This is an optimization exercise on Yosys and OpenROAD, whose aim is a short achievable clock period and few clock cycles per item, not a production implementation. In this exercise RTL edits were held to simulation tests only and were not proved equivalent to the original. Power is estimated from default activity; no workload was simulated.

## flow/design.v

```verilog
package wsrt_pkg;
  localparam int MAX_WINDOW_DEF = 32;
  localparam int SEQ_W      = 32;
  localparam int SEGB_W     = 14;
  localparam int HDR_W      = 8;
  localparam int WIN_W      = 6;
  localparam int SACK_CNT_W = 6;
  localparam int LEN_W      = 14;
  localparam int KIND_W     = 2;
  localparam int CFG_IDX_W  = 3;
  localparam int CFG_DATA_W = 32;
  localparam int SACKED_W   = SACK_CNT_W + SEGB_W;
  localparam int CNT_W      = 6;
  localparam logic [KIND_W-1:0] KIND_START = 2'd0;
  localparam logic [KIND_W-1:0] KIND_ACK   = 2'd1;
  localparam logic [KIND_W-1:0] KIND_TICK  = 2'd2;
  localparam logic RES_SEG  = 1'b0;
  localparam logic RES_DONE = 1'b1;
  localparam logic [CFG_IDX_W-1:0] CFG_SEGMENT_BYTES = 3'd0;
  localparam logic [CFG_IDX_W-1:0] CFG_HEADER_BYTES  = 3'd1;
  localparam logic [CFG_IDX_W-1:0] CFG_FLOW_BYTES    = 3'd2;
  localparam logic [CFG_IDX_W-1:0] CFG_START_WINDOW  = 3'd3;
  localparam logic [CFG_IDX_W-1:0] CFG_WINDOW_LIMIT  = 3'd4;
  localparam logic [CFG_IDX_W-1:0] CFG_RETX_TICKS    = 3'd5;
  localparam logic [CFG_IDX_W-1:0] CFG_PRIORITY_MODE = 3'd6;
  localparam logic [SEGB_W-1:0] RST_SEGMENT_BYTES = 14'd1460;
  localparam logic [HDR_W-1:0]  RST_HEADER_BYTES  = 8'd40;
  localparam logic [SEQ_W-1:0]  RST_FLOW_BYTES    = 32'd1460;
  localparam logic [WIN_W-1:0]  RST_START_WINDOW  = 6'd1;
  localparam logic [WIN_W-1:0]  RST_WINDOW_LIMIT  = 6'd32;
  localparam logic [SEQ_W-1:0]  RST_RETX_TICKS    = 32'd1000;
  localparam logic [CNT_W-1:0] SEG_CAP = 6'd63;
  localparam logic [LEN_W-1:0] LEN_MAX = 14'h3FFF;
  typedef struct packed {
    logic latch;
    logic clear;
    logic ack_upd;
    logic timeout;
    logic tick_dec;
    logic setup1;
    logic setup2;
    logic gen;
    logic emit_seg;
    logic rearm;
    logic emit_done;
  } cmd_t;
  typedef struct packed {
    logic [KIND_W-1:0] kind;
    logic              flow_done;
    logic              armed;
    logic              left_le1;
    logic              new_ack;
    logic              cond;
    logic              stage_v;
    logic              done_pend;
    logic              out_free;
  } stat_t;
endpackage
module wsrt_ctrl (
  input  logic           clk,
  input  logic           rst_n,
  input  logic           in_tvalid,
  output logic           in_tready,
  input  wsrt_pkg::stat_t stat,
  output wsrt_pkg::cmd_t  cmd
);
  localparam logic [2:0] S_IDLE     = 3'd0;
  localparam logic [2:0] S_DISPATCH = 3'd1;
  localparam logic [2:0] S_SETUP1   = 3'd2;
  localparam logic [2:0] S_SETUP2   = 3'd3;
  localparam logic [2:0] S_CHECK    = 3'd4;
  localparam logic [2:0] S_GEN      = 3'd5;
  localparam logic [2:0] S_POST     = 3'd6;
  localparam logic [2:0] S_DONE     = 3'd7;
  logic [2:0] state_r;
  logic [2:0] state_nxt;
  assign in_tready = (state_r == S_IDLE);
  always_comb begin
    cmd       = '0;
    state_nxt = state_r;
    unique case (state_r)
      S_IDLE: begin
        if (in_tvalid) begin
          cmd.latch = 1'b1;
          state_nxt = S_DISPATCH;
        end
      end
      S_DISPATCH: begin
        case (stat.kind)
          wsrt_pkg::KIND_START: begin
            cmd.clear = 1'b1;
            state_nxt = S_SETUP1;
          end
          wsrt_pkg::KIND_ACK: begin
            if (stat.flow_done) begin
              state_nxt = S_IDLE;
            end else begin
              cmd.ack_upd = 1'b1;
              state_nxt   = stat.new_ack ? S_SETUP1 : S_POST;
            end
          end
          wsrt_pkg::KIND_TICK: begin
            if (!stat.armed) begin
              state_nxt = S_IDLE;
            end else if (stat.left_le1) begin
              cmd.timeout = 1'b1;
              state_nxt   = S_SETUP1;
            end else begin
              cmd.tick_dec = 1'b1;
              state_nxt    = S_IDLE;
            end
          end
          default: state_nxt = S_IDLE;
        endcase
      end
      S_SETUP1: begin
        cmd.setup1 = 1'b1;
        state_nxt  = S_SETUP2;
      end
      S_SETUP2: begin
        cmd.setup2 = 1'b1;
        state_nxt  = S_CHECK;
      end
      S_CHECK: begin
        if (!stat.stage_v || stat.out_free) begin
          cmd.emit_seg = stat.stage_v;
          state_nxt    = stat.cond ? S_GEN : S_POST;
        end
      end
      S_GEN: begin
        cmd.gen   = 1'b1;
        state_nxt = S_CHECK;
      end
      S_POST: begin
        cmd.rearm = 1'b1;
        state_nxt = stat.done_pend ? S_DONE : S_IDLE;
      end
      S_DONE: begin
        if (stat.out_free) begin
          cmd.emit_done = 1'b1;
          state_nxt     = S_IDLE;
        end
      end
      default: state_nxt = S_IDLE;
    endcase
  end
  always_ff @(posedge clk) begin
    if (!rst_n) begin
      state_r <= S_IDLE;
    end else begin
      state_r <= state_nxt;
    end
  end
endmodule
module wsrt_dp #(
  parameter int MAX_WINDOW = wsrt_pkg::MAX_WINDOW_DEF
) (
  input  logic                             clk,
  input  logic                             rst_n,
  input  wsrt_pkg::cmd_t                   cmd,
  output wsrt_pkg::stat_t                  stat,
  input  logic [wsrt_pkg::KIND_W-1:0]      in_kind,
  input  logic [wsrt_pkg::SEQ_W-1:0]       in_ack_seq,
  input  logic [wsrt_pkg::SACK_CNT_W-1:0]  in_sack_count,
  input  logic                             cfg_valid,
  output logic                             cfg_ready,
  input  logic [wsrt_pkg::CFG_IDX_W-1:0]   cfg_index,
  input  logic [wsrt_pkg::CFG_DATA_W-1:0]  cfg_data,
  output logic                             out_valid,
  input  logic                             out_ready,
  output logic                             out_kind,
  output logic [wsrt_pkg::SEQ_W-1:0]       out_seq,
  output logic [wsrt_pkg::LEN_W-1:0]       out_len,
  output logic [wsrt_pkg::SEQ_W-1:0]       out_prio,
  output logic                             out_last
);
  localparam int SEQ_W    = wsrt_pkg::SEQ_W;
  localparam int SEGB_W   = wsrt_pkg::SEGB_W;
  localparam int WIN_W    = wsrt_pkg::WIN_W;
  localparam int SACKED_W = wsrt_pkg::SACKED_W;
  localparam int CNT_W    = wsrt_pkg::CNT_W;
  localparam int LEN_W    = wsrt_pkg::LEN_W;
  localparam int CW_W     = $clog2(MAX_WINDOW + 1);
  localparam int PROD_W   = CW_W + SEGB_W;
  localparam logic [WIN_W-1:0] MAXW = WIN_W'(MAX_WINDOW);
  logic [SEGB_W-1:0]        seg_bytes_r;
  logic [wsrt_pkg::HDR_W-1:0] hdr_r;
  logic [SEQ_W-1:0]         flow_r;
  logic [WIN_W-1:0]         start_win_r;
  logic [WIN_W-1:0]         win_lim_r;
  logic [SEQ_W-1:0]         retx_r;
  logic                     prio_mode_r;
  logic [wsrt_pkg::KIND_W-1:0]     kind_r;
  logic [SEQ_W-1:0]                ack_r;
  logic [wsrt_pkg::SACK_CNT_W-1:0] sacks_r;
  logic [SEQ_W-1:0]    next_seq_r;
  logic [SEQ_W-1:0]    oldest_r;
  logic [CW_W-1:0]     cong_r;
  logic [SACKED_W-1:0] sacked_r;
  logic                armed_r;
  logic [SEQ_W-1:0]    left_r;
  logic                done_r;
  logic                new_r;
  logic                done_pend_r;
  logic [PROD_W-1:0]   prod_r;
  logic [SEQ_W-1:0]    prio_r;
  logic [SEQ_W:0]      limit_r;
  logic [CNT_W-1:0]    sent_r;
  logic                stage_v_r;
  logic [SEQ_W-1:0]    stage_seq_r;
  logic [LEN_W-1:0]    stage_len_r;
  logic                out_valid_r;
  logic                out_kind_r;
  logic [SEQ_W-1:0]    out_seq_r;
  logic [LEN_W-1:0]    out_len_r;
  logic [SEQ_W-1:0]    out_prio_r;
  logic                out_last_r;
  logic [SEGB_W-1:0]   mss;
  logic [WIN_W-1:0]    start_cl;
  logic [WIN_W-1:0]    lim_cl;
  logic [CW_W:0]       cong_inc;
  logic [CW_W-1:0]     cong_nxt;
  logic [SACKED_W-1:0] sacked_nxt;
  logic                new_ack;
  logic [SEQ_W:0]      seq_sum;
  logic                cond;
  logic                over;
  logic [SEQ_W-1:0]    tail;
  logic [SEGB_W-1:0]   pay_len;
  logic [LEN_W:0]      len_full;
  logic [LEN_W-1:0]    seg_len_nxt;
  logic [SEQ_W-1:0]    seq_nxt;
  logic [SEQ_W:0]      used;
  logic [SEQ_W-1:0]    prio_nxt;
  logic [SEQ_W:0]      limit_nxt;
  logic                arm_ok;
  logic                out_free;
  logic                rearm_go;
  assign cfg_ready = 1'b1;
  assign mss      = (seg_bytes_r == '0) ? SEGB_W'(1) : seg_bytes_r;
  assign start_cl = (start_win_r < MAXW) ? start_win_r : MAXW;
  assign lim_cl   = (win_lim_r < MAXW) ? win_lim_r : MAXW;
  assign cong_inc = {1'b0, cong_r} + (CW_W+1)'(1);
  assign cong_nxt = (cong_inc > {1'b0, CW_W'(lim_cl)}) ? CW_W'(lim_cl) : cong_inc[CW_W-1:0];
  assign sacked_nxt = SACKED_W'(sacks_r) * SACKED_W'(mss);
  assign new_ack    = ack_r > oldest_r;
  assign arm_ok     = oldest_r < flow_r;
  assign seq_sum = {1'b0, next_seq_r} + (SEQ_W+1)'(mss);
  assign cond    = (sent_r < wsrt_pkg::SEG_CAP) && (seq_sum <= limit_r) && (next_seq_r < flow_r);
  assign over    = seq_sum > {1'b0, flow_r};
  assign tail    = flow_r - next_seq_r;
  assign pay_len = over ? tail[SEGB_W-1:0] : mss;
  assign len_full = (LEN_W+1)'(pay_len) + (LEN_W+1)'(hdr_r);
  assign seg_len_nxt = (len_full > (LEN_W+1)'(wsrt_pkg::LEN_MAX)) ? wsrt_pkg::LEN_MAX
                                                                  : len_full[LEN_W-1:0];
  assign seq_nxt = over ? flow_r : seq_sum[SEQ_W-1:0];
  assign used      = {1'b0, oldest_r} + (SEQ_W+1)'(sacked_r);
  assign prio_nxt  = prio_mode_r ? SEQ_W'(1)
                   : (({1'b0, flow_r} > used) ? (flow_r - used[SEQ_W-1:0]) : '0);
  assign limit_nxt = {1'b0, oldest_r} + (SEQ_W+1)'(prod_r) + (SEQ_W+1)'(sacked_r);
  assign out_free = !out_valid_r || out_ready;
  assign rearm_go = (kind_r == wsrt_pkg::KIND_TICK) || (new_r && armed_r);
  assign stat.kind      = kind_r;
  assign stat.flow_done = done_r;
  assign stat.armed     = armed_r;
  assign stat.left_le1  = (left_r <= SEQ_W'(1));
  assign stat.new_ack   = new_ack;
  assign stat.cond      = cond;
  assign stat.stage_v   = stage_v_r;
  assign stat.done_pend = done_pend_r;
  assign stat.out_free  = out_free;
  always_ff @(posedge clk) begin
    if (!rst_n) begin
      seg_bytes_r <= wsrt_pkg::RST_SEGMENT_BYTES;
      hdr_r       <= wsrt_pkg::RST_HEADER_BYTES;
      flow_r      <= wsrt_pkg::RST_FLOW_BYTES;
      start_win_r <= wsrt_pkg::RST_START_WINDOW;
      win_lim_r   <= wsrt_pkg::RST_WINDOW_LIMIT;
      retx_r      <= wsrt_pkg::RST_RETX_TICKS;
      prio_mode_r <= 1'b0;
    end else if (cfg_valid) begin
      unique case (cfg_index)
        wsrt_pkg::CFG_SEGMENT_BYTES: seg_bytes_r <= cfg_data[SEGB_W-1:0];
        wsrt_pkg::CFG_HEADER_BYTES:  hdr_r       <= cfg_data[wsrt_pkg::HDR_W-1:0];
        wsrt_pkg::CFG_FLOW_BYTES:    flow_r      <= cfg_data[SEQ_W-1:0];
        wsrt_pkg::CFG_START_WINDOW:  start_win_r <= cfg_data[WIN_W-1:0];
        wsrt_pkg::CFG_WINDOW_LIMIT:  win_lim_r   <= cfg_data[WIN_W-1:0];
        wsrt_pkg::CFG_RETX_TICKS:    retx_r      <= cfg_data[SEQ_W-1:0];
        wsrt_pkg::CFG_PRIORITY_MODE: prio_mode_r <= cfg_data[0];
        default: ;
      endcase
    end
  end
  always_ff @(posedge clk) begin
    if (!rst_n) begin
      next_seq_r  <= '0;
      oldest_r    <= '0;
      cong_r      <= CW_W'(wsrt_pkg::RST_START_WINDOW < MAXW ? wsrt_pkg::RST_START_WINDOW
                                                             : MAXW);
      sacked_r    <= '0;
      armed_r     <= 1'b0;
      left_r      <= '0;
      done_r      <= 1'b0;
      new_r       <= 1'b0;
      done_pend_r <= 1'b0;
      sent_r      <= '0;
      stage_v_r   <= 1'b0;
      out_valid_r <= 1'b0;
    end else begin
      if (cmd.latch) begin
        kind_r      <= in_kind;
        ack_r       <= in_ack_seq;
        sacks_r     <= in_sack_count;
        new_r       <= 1'b0;
        done_pend_r <= 1'b0;
      end
      if (cmd.clear) begin
        next_seq_r <= '0;
        oldest_r   <= '0;
        cong_r     <= CW_W'(start_cl);
        sacked_r   <= '0;
        armed_r    <= 1'b0;
        left_r     <= '0;
        done_r     <= 1'b0;
      end
      if (cmd.ack_upd) begin
        sacked_r    <= sacked_nxt;
        new_r       <= new_ack;
        done_pend_r <= (ack_r == flow_r);
        if (next_seq_r < ack_r) begin
          next_seq_r <= ack_r;
        end
        if (new_ack) begin
          oldest_r <= ack_r;
          cong_r   <= cong_nxt;
        end
      end
      if (cmd.timeout) begin
        armed_r    <= 1'b0;
        left_r     <= '0;
        next_seq_r <= oldest_r;
        cong_r     <= CW_W'(1);
      end
      if (cmd.tick_dec) begin
        left_r <= left_r - SEQ_W'(1);
      end
      if (cmd.setup1) begin
        prod_r <= PROD_W'(cong_r) * PROD_W'(mss);
        prio_r <= prio_nxt;
      end
      if (cmd.setup2) begin
        limit_r   <= limit_nxt;
        sent_r    <= '0;
        stage_v_r <= 1'b0;
      end
      if (cmd.gen) begin
        stage_seq_r <= next_seq_r;
        stage_len_r <= seg_len_nxt;
        stage_v_r   <= 1'b1;
        next_seq_r  <= seq_nxt;
        sent_r      <= sent_r + CNT_W'(1);
        if (!armed_r && arm_ok) begin
          armed_r <= 1'b1;
          left_r  <= retx_r;
        end
      end
      if (cmd.rearm && rearm_go) begin
        armed_r <= arm_ok;
        left_r  <= arm_ok ? retx_r : '0;
      end
      if (cmd.emit_seg) begin
        stage_v_r   <= 1'b0;
        out_valid_r <= 1'b1;
        out_kind_r  <= wsrt_pkg::RES_SEG;
        out_seq_r   <= stage_seq_r;
        out_len_r   <= stage_len_r;
        out_prio_r  <= prio_r;
        out_last_r  <= !cond && !done_pend_r;
      end else if (cmd.emit_done) begin
        done_r      <= 1'b1;
        out_valid_r <= 1'b1;
        out_kind_r  <= wsrt_pkg::RES_DONE;
        out_seq_r   <= '0;
        out_len_r   <= '0;
        out_prio_r  <= '0;
        out_last_r  <= 1'b1;
      end else if (out_ready) begin
        out_valid_r <= 1'b0;
      end
    end
  end
  assign out_valid = out_valid_r;
  assign out_kind  = out_kind_r;
  assign out_seq   = out_seq_r;
  assign out_len   = out_len_r;
  assign out_prio  = out_prio_r;
  assign out_last  = out_last_r;
endmodule
module window_sender_with_retx_timer_core #(
  parameter int MAX_WINDOW = wsrt_pkg::MAX_WINDOW_DEF
) (
  input  logic        clk,
  input  logic        rst_n,
  input  logic        in_tvalid,
  output logic        in_tready,
  input  logic [39:0] in_tdata,    
  input  logic [1:0]  in_tuser,    
  output logic        out_tvalid,
  input  logic        out_tready,
  output logic [79:0] out_tdata,   
  output logic [0:0]  out_tuser,   
  output logic        out_tlast,
  input  logic                              cfg_valid,
  output logic                              cfg_ready,
  input  logic [wsrt_pkg::CFG_IDX_W-1:0]    cfg_index,
  input  logic [wsrt_pkg::CFG_DATA_W-1:0]   cfg_data
);
  wsrt_pkg::cmd_t  cmd;
  wsrt_pkg::stat_t stat;
  logic                         res_kind;
  logic [wsrt_pkg::SEQ_W-1:0]   res_seq;
  logic [wsrt_pkg::LEN_W-1:0]   res_len;
  logic [wsrt_pkg::SEQ_W-1:0]   res_prio;
  wsrt_ctrl u_ctrl (
    .clk       (clk),
    .rst_n     (rst_n),
    .in_tvalid (in_tvalid),
    .in_tready (in_tready),
    .stat      (stat),
    .cmd       (cmd)
  );
  wsrt_dp #(
    .MAX_WINDOW (MAX_WINDOW)
  ) u_dp (
    .clk           (clk),
    .rst_n         (rst_n),
    .cmd           (cmd),
    .stat          (stat),
    .in_kind       (in_tuser),
    .in_ack_seq    (in_tdata[31:0]),
    .in_sack_count (in_tdata[37:32]),
    .cfg_valid     (cfg_valid),
    .cfg_ready     (cfg_ready),
    .cfg_index     (cfg_index),
    .cfg_data      (cfg_data),
    .out_valid     (out_tvalid),
    .out_ready     (out_tready),
    .out_kind      (res_kind),
    .out_seq       (res_seq),
    .out_len       (res_len),
    .out_prio      (res_prio),
    .out_last      (out_tlast)
  );
  assign out_tdata = {2'b00, res_prio, res_len, res_seq};
  assign out_tuser = res_kind;
endmodule
```

## flow/constraint.sdc

```tcl
create_clock -name core_clock -period 9.0 [get_ports {clk}]
set_input_delay 1.8000 -clock core_clock [delete_from_list [all_inputs] [get_ports {clk}]]
set_output_delay 1.8000 -clock core_clock [all_outputs]
set_load 0.01 [all_outputs]
```

## flow/run.sh

```bash
#!/bin/bash
# synth_recipe.tcl (not shown) runs the flow's synth.tcl, then flattens the netlist and writes it again
# the make line also repeats each setting of config.mk as NAME=value (left out here)
make -C /OpenROAD-flow-scripts/flow DESIGN_CONFIG=/design/flow/config.mk WORK_HOME=/design/flow/orfs CLKGATE_MAP_FILE= SYNTH_SCRIPT=/design/flow/synth_recipe.tcl finish
```

## flow/config.mk

```make
export PLATFORM = sky130hd
export DESIGN_NAME = window_sender_with_retx_timer_core
export DESIGN_NICKNAME = window_sender_with_retx_timer_core
export VERILOG_FILES = /design/flow/design.v
export SDC_FILE = /design/flow/constraint.sdc
export NUM_CORES = 4
export LEC_CHECK = 0
export CAP_MARGIN = 20
export CORE_MARGIN = 2
export CORE_UTILIZATION = 40
export SLEW_MARGIN = 20
```

==> impl_metrics.sql <==
INSERT INTO impl_metrics (metric_group, metric, value, unit) VALUES
('status', 'outcome', 'timing/DRC/antenna clean', ''),
('placed_design', 'routabilityCongestion', '0.949', ''),
('synthesis', 'synth_async_sr_flop_share', '0', '%'),
('critical_path', 'timing.critical_path.arrival', '8.79', 'ns'),
('pwr', 'power-per-cell-area', '150', 'mW/mm²'),
('detailed_routing', 'vias_per_cell', '5.55', ''),
('synthesis', 'ys_seq_area_share', '34.7', '%'),
('sta', 'achievable-frequency', '121', 'MHz'),
('clock_tree', 'clkSinkCount', '487', ''),
('cells_and_area', 'layout-drive-gt1-share', '5.31', '%'),
('global_route', 'sum_of_overflow_across_all_layers_after_global_routing', '0', ''),
('synthesis', 'synth.top_cell.area_share', '21.3', '%'),
('global_route', 'grt_first_pass_wirelength', '162000', 'µm'),
('synthesis', 'synth_seq_cells', '487', ''),
('placed_design', 'detailedPlacementHpwl', '84000', 'µm'),
('detailed_routing', 'totalWireLength', '108000', 'µm'),
('cells_and_area', 'commonest_non_fill_non_tap_cell_in_the_layout', 'nand2_1', ''),
('detailed_routing', 'drt_first_iter_violations', '2498', ''),
('critical_path', 'cp-start-kind', 'flip-flop', ''),
('clock_tree', 'cts-htree-levels', '2', ''),
('clock_tree', 'hold_buffers_post_cts', '0', ''),
('global_route', 'grt_most_used_layer', 'met2', ''),
('clock_tree', 'worstSkewPairLatency', '0.65', 'ns'),
('sta', 'fin_crit_sh', '92.1', '%'),
('sta', 'worst_slew_margin_rel', '33.9', '%'),
('global_route', 'global_route.usage.met3', '3.89', '%'),
('die', 'core', '0.0872', 'mm²'),
('global_route', 'first_global_vias', '27300', ''),
('critical_path', 'critPathRequiredTime', '9.50', 'ns'),
('global_route', 'gr-usage-met2', '36.3', '%'),
('pwr', 'irDropWorstVdd', '153', 'µV'),
('sta', 'final_hold_viol_count', '0', ''),
('clock_tree', 'cts.root.buffer_cell', 'clkbuf_16', ''),
('critical_path', 'crit_slowest_cell', 'nor4_1', ''),
('cells_and_area', 'filler_instances', '8385', ''),
('die', 'die_height', '301', 'µm'),
('min_path', 'hold_class', 'reg2reg', ''),
('sta', 'tightest_slew', '0.983', 'ns'),
('global_route', 'grt_max_degree', '81', ''),
('synthesis', 'ys_warn_count', '2', ''),
('synthesis', 'syn_area_per_cell', '9.17', 'µm²'),
('pwr', 'leakage', '0.0163', 'µW'),
('clock_tree', 'clock_slew_at_the_register_clock_pins_of_the_worst_setup_and_hold_paths', '0.06', 'ns'),
('die', 'io_pins', '167', ''),
('sta', 'report.final.setup_viol', '0', ''),
('min_path', 'holdPathStages', '2', ''),
('synthesis', 'synth-edff-count', '251', ''),
('sta', 'hold-worst-slack', '0.460', 'ns'),
('global_route', 'grt.met1_usage', '33.3', '%'),
('critical_path', 'critical_path_cell_count', '31', ''),
('synthesis', 'synth.lib_cells_used.distinct', '85', ''),
('critical_path', 'worstRegToRegCells', '31', ''),
('critical_path', 'slowest_delay', '0.49', 'ns'),
('clock_tree', 'resized_after_cts', '0', ''),
('placed_design', 'port-buffer-count', '161', ''),
('synthesis', 'synth_flop_cell', 'edfxtp_1', ''),
('synthesis', 'synth_largest_area_cell', 'edfxtp_1', ''),
('critical_path', 'path_max_fanout', '8', ''),
('clock_tree', 'clockBufferDepth', '3', ''),
('clock_tree', 'tritoncts', 'built', ''),
('synthesis', 'syn-instance-count', '3852', ''),
('sta', 'report.final.slew_viol_count', '0', ''),
('global_route', 'grt_antenna_before_repair', '3', ''),
('detailed_routing', 'drt_drc_violations_left', '0', ''),
('critical_path', 'critical_path.top_delay_family', 'compound AO/OA/AOI/OAI gates', ''),
('run', 'max_cap_violations', '0', ''),
('detailed_routing', 'total_vias_in_the_final_route', '28700', ''),
('sta', 'grt_setup_unrepaired', 'false', ''),
('die', 'die_width', '301', 'µm'),
('clock_tree', 'total_cts_buffers', '58', ''),
('detailed_routing', 'detailedRoute.firstPassIterationCount', '6', '');
[Yosys cell counts, types with 11 or more instances]
cell type,number
fa_1,124
a211oi_1,34
a311oi_1,12
nor2_1,201
o21a_1,33
edfxtp_1,251
nand4_1,42
a221oi_1,15
a21boi_0,65
and3_1,35
or3_1,19
xnor2_1,129
and4_1,13
nand2b_1,32
a21oi_1,175
nor4_1,24
nand3_1,179
nand2_1,477
xor2_1,48
a22oi_1,11
mux2i_1,45
nor2b_1,51
o211ai_1,40
o31ai_1,15
a22o_1,26
ha_1,364
buf_1,11
inv_1,306
and2_1,132
clkbuf_1,142
nor3_1,74
nor3b_1,13
dfxtp_1,236
buf_2,13
mux2_2,26
a21o_1,48
a31oi_1,36
o21ai_0,186
o21bai_1,16
[where the power goes]
part / internal, µW / total, µW / switching (µW)
combinational: 472 / 1130 / 657
clock: 1440 / 2450 / 1010
sequential: 2380 / 2450 / 64.0
[area by class of cell]
| cell class | count | area [µm²] | share of cell area (%) |
|---|---|---|---|
| clock inverter | 36 | 427 | 1.06 |
| inverter | 308 | 1160 | 2.88 |
| timing repair buffer | 220 | 2050 | 5.11 |
| multi-input combinational | 2886 | 21300 | 53.0 |
| clock buffer | 74 | 1530 | 3.82 |
| sequential | 487 | 12300 | 30.5 |
| tap | 1155 | 1450 | 3.60 |
[per-stage QoR]
step | total power [µW] | instances | util [%] | cell area (µm²) | worst slack, ns
finish | 6030 | 5166 | 46.1 | 40100 | 0.707
global route | 6300 | 5166 | 46.1 | 40100 | 0.212
detailed placement | 3610 | 5056 | 43.8 | 38200 | 0.772
global placement | 3600 | 5056 | 43.8 | 38200 | 0.894
floorplan | 3280 | 3853 | - | 35300 | 1.05
CTS | 6080 | 5166 | 46.1 | 40100 | 0.737
[metal layers]
layer  part of all wire [%]  vias to the layer above
met1                     46                    13700
met2                     44                      905
li1                       -                    13900
met3                    7.4                      162
met5                  0.033                        -
met4                    3.1                        4
[registers in the layout (all words and copies together), names as in the netlist, 2 cells and up]
name              count
u_dp.left_r          32
u_dp.out_prio_r      32
u_dp.out_len_r       14
u_dp.out_seq_r       32
u_dp.prod_r          20
u_dp.start_win_r      6
u_dp.sacked_r        20
u_dp.hdr_r            8
u_dp.oldest_r        32
u_dp.cong_r           6
u_dp.flow_r          32
u_dp.sent_r           6
u_dp.stage_seq_r     32
u_dp.sacks_r          6
u_ctrl.state_r        3
u_dp.ack_r           32
u_dp.seg_bytes_r     14
u_dp.prio_r          32
u_dp.kind_r           2
u_dp.win_lim_r        6
u_dp.limit_r         33
u_dp.next_seq_r      32
u_dp.stage_len_r     14
u_dp.retx_r          32
[cell families (layout without fill, tap and decap cells)]
kind of cell               Yosys count  in the layout  synth area share (%)
adders and majority gates          488            488                  19.9
AOI/OAI and AO/OA                  819            819                  15.4
buffers and inverters              480            638                  5.22
and+or+nand+nor                   1328           1328                  18.2
other                                2              3                0.0213
xor gates and xnor gates           177            177                  4.39
muxes                               71             71                  2.11
DFF                                487            487                  34.7
[path summary, 6_finish.rpt]
kind | slack (ns) | endpoint | start
setup / recovery | 0.71 | u_dp.stage_len_r[9] | u_dp.seg_bytes_r[7]
hold / removal | 0.46 | u_dp.retx_r[31] | u_dp.retx_r[31]
setup reg to reg | 0.71 | u_dp.stage_len_r[9] | u_dp.seg_bytes_r[7]
hold reg to reg | 0.46 | u_dp.retx_r[31] | u_dp.retx_r[31]
[worst reg2reg max path, delay by kind of cell (launching register included)]
kind	cells	cell delay, ns
compound gates	15	3.51
simple gates	6	1.64
flops	1	0.30
buf+inv	4	0.72
fa+ha+maj	4	1.28
xor+xnor	1	0.30
mux	1	0.40
Testbench counts, summed over its fixed seeds: cycles 18,737, items 2,304.

re-timing with driven ports:
No port has a modelled driver above. Below, the same layout with a new extraction and two added sets of constraints. Step 1 assumes that a clkbuf_16 drives the clock port and a buf_2 every other input. Step 2, shift: input delay + t, output delay - t, t = (earliest + latest rising clock arrival at the registers) / 2. This alone moves slack from input paths to output paths. a / b / c = no drivers / after step 1 / after step 2; a / b = the first two.
shift t [ns]: 0.710
slack for setup (ns): 0.707 / 0.707 / 0.707
clock arrival spread, ns: 0.022 / 0.022
pins driven straight from the clock port: 1
After both steps setup and hold are still met in this run. For this run, drivers alone change the setup slack by 0.000 ns; drivers and shift together by 0.000 ns.
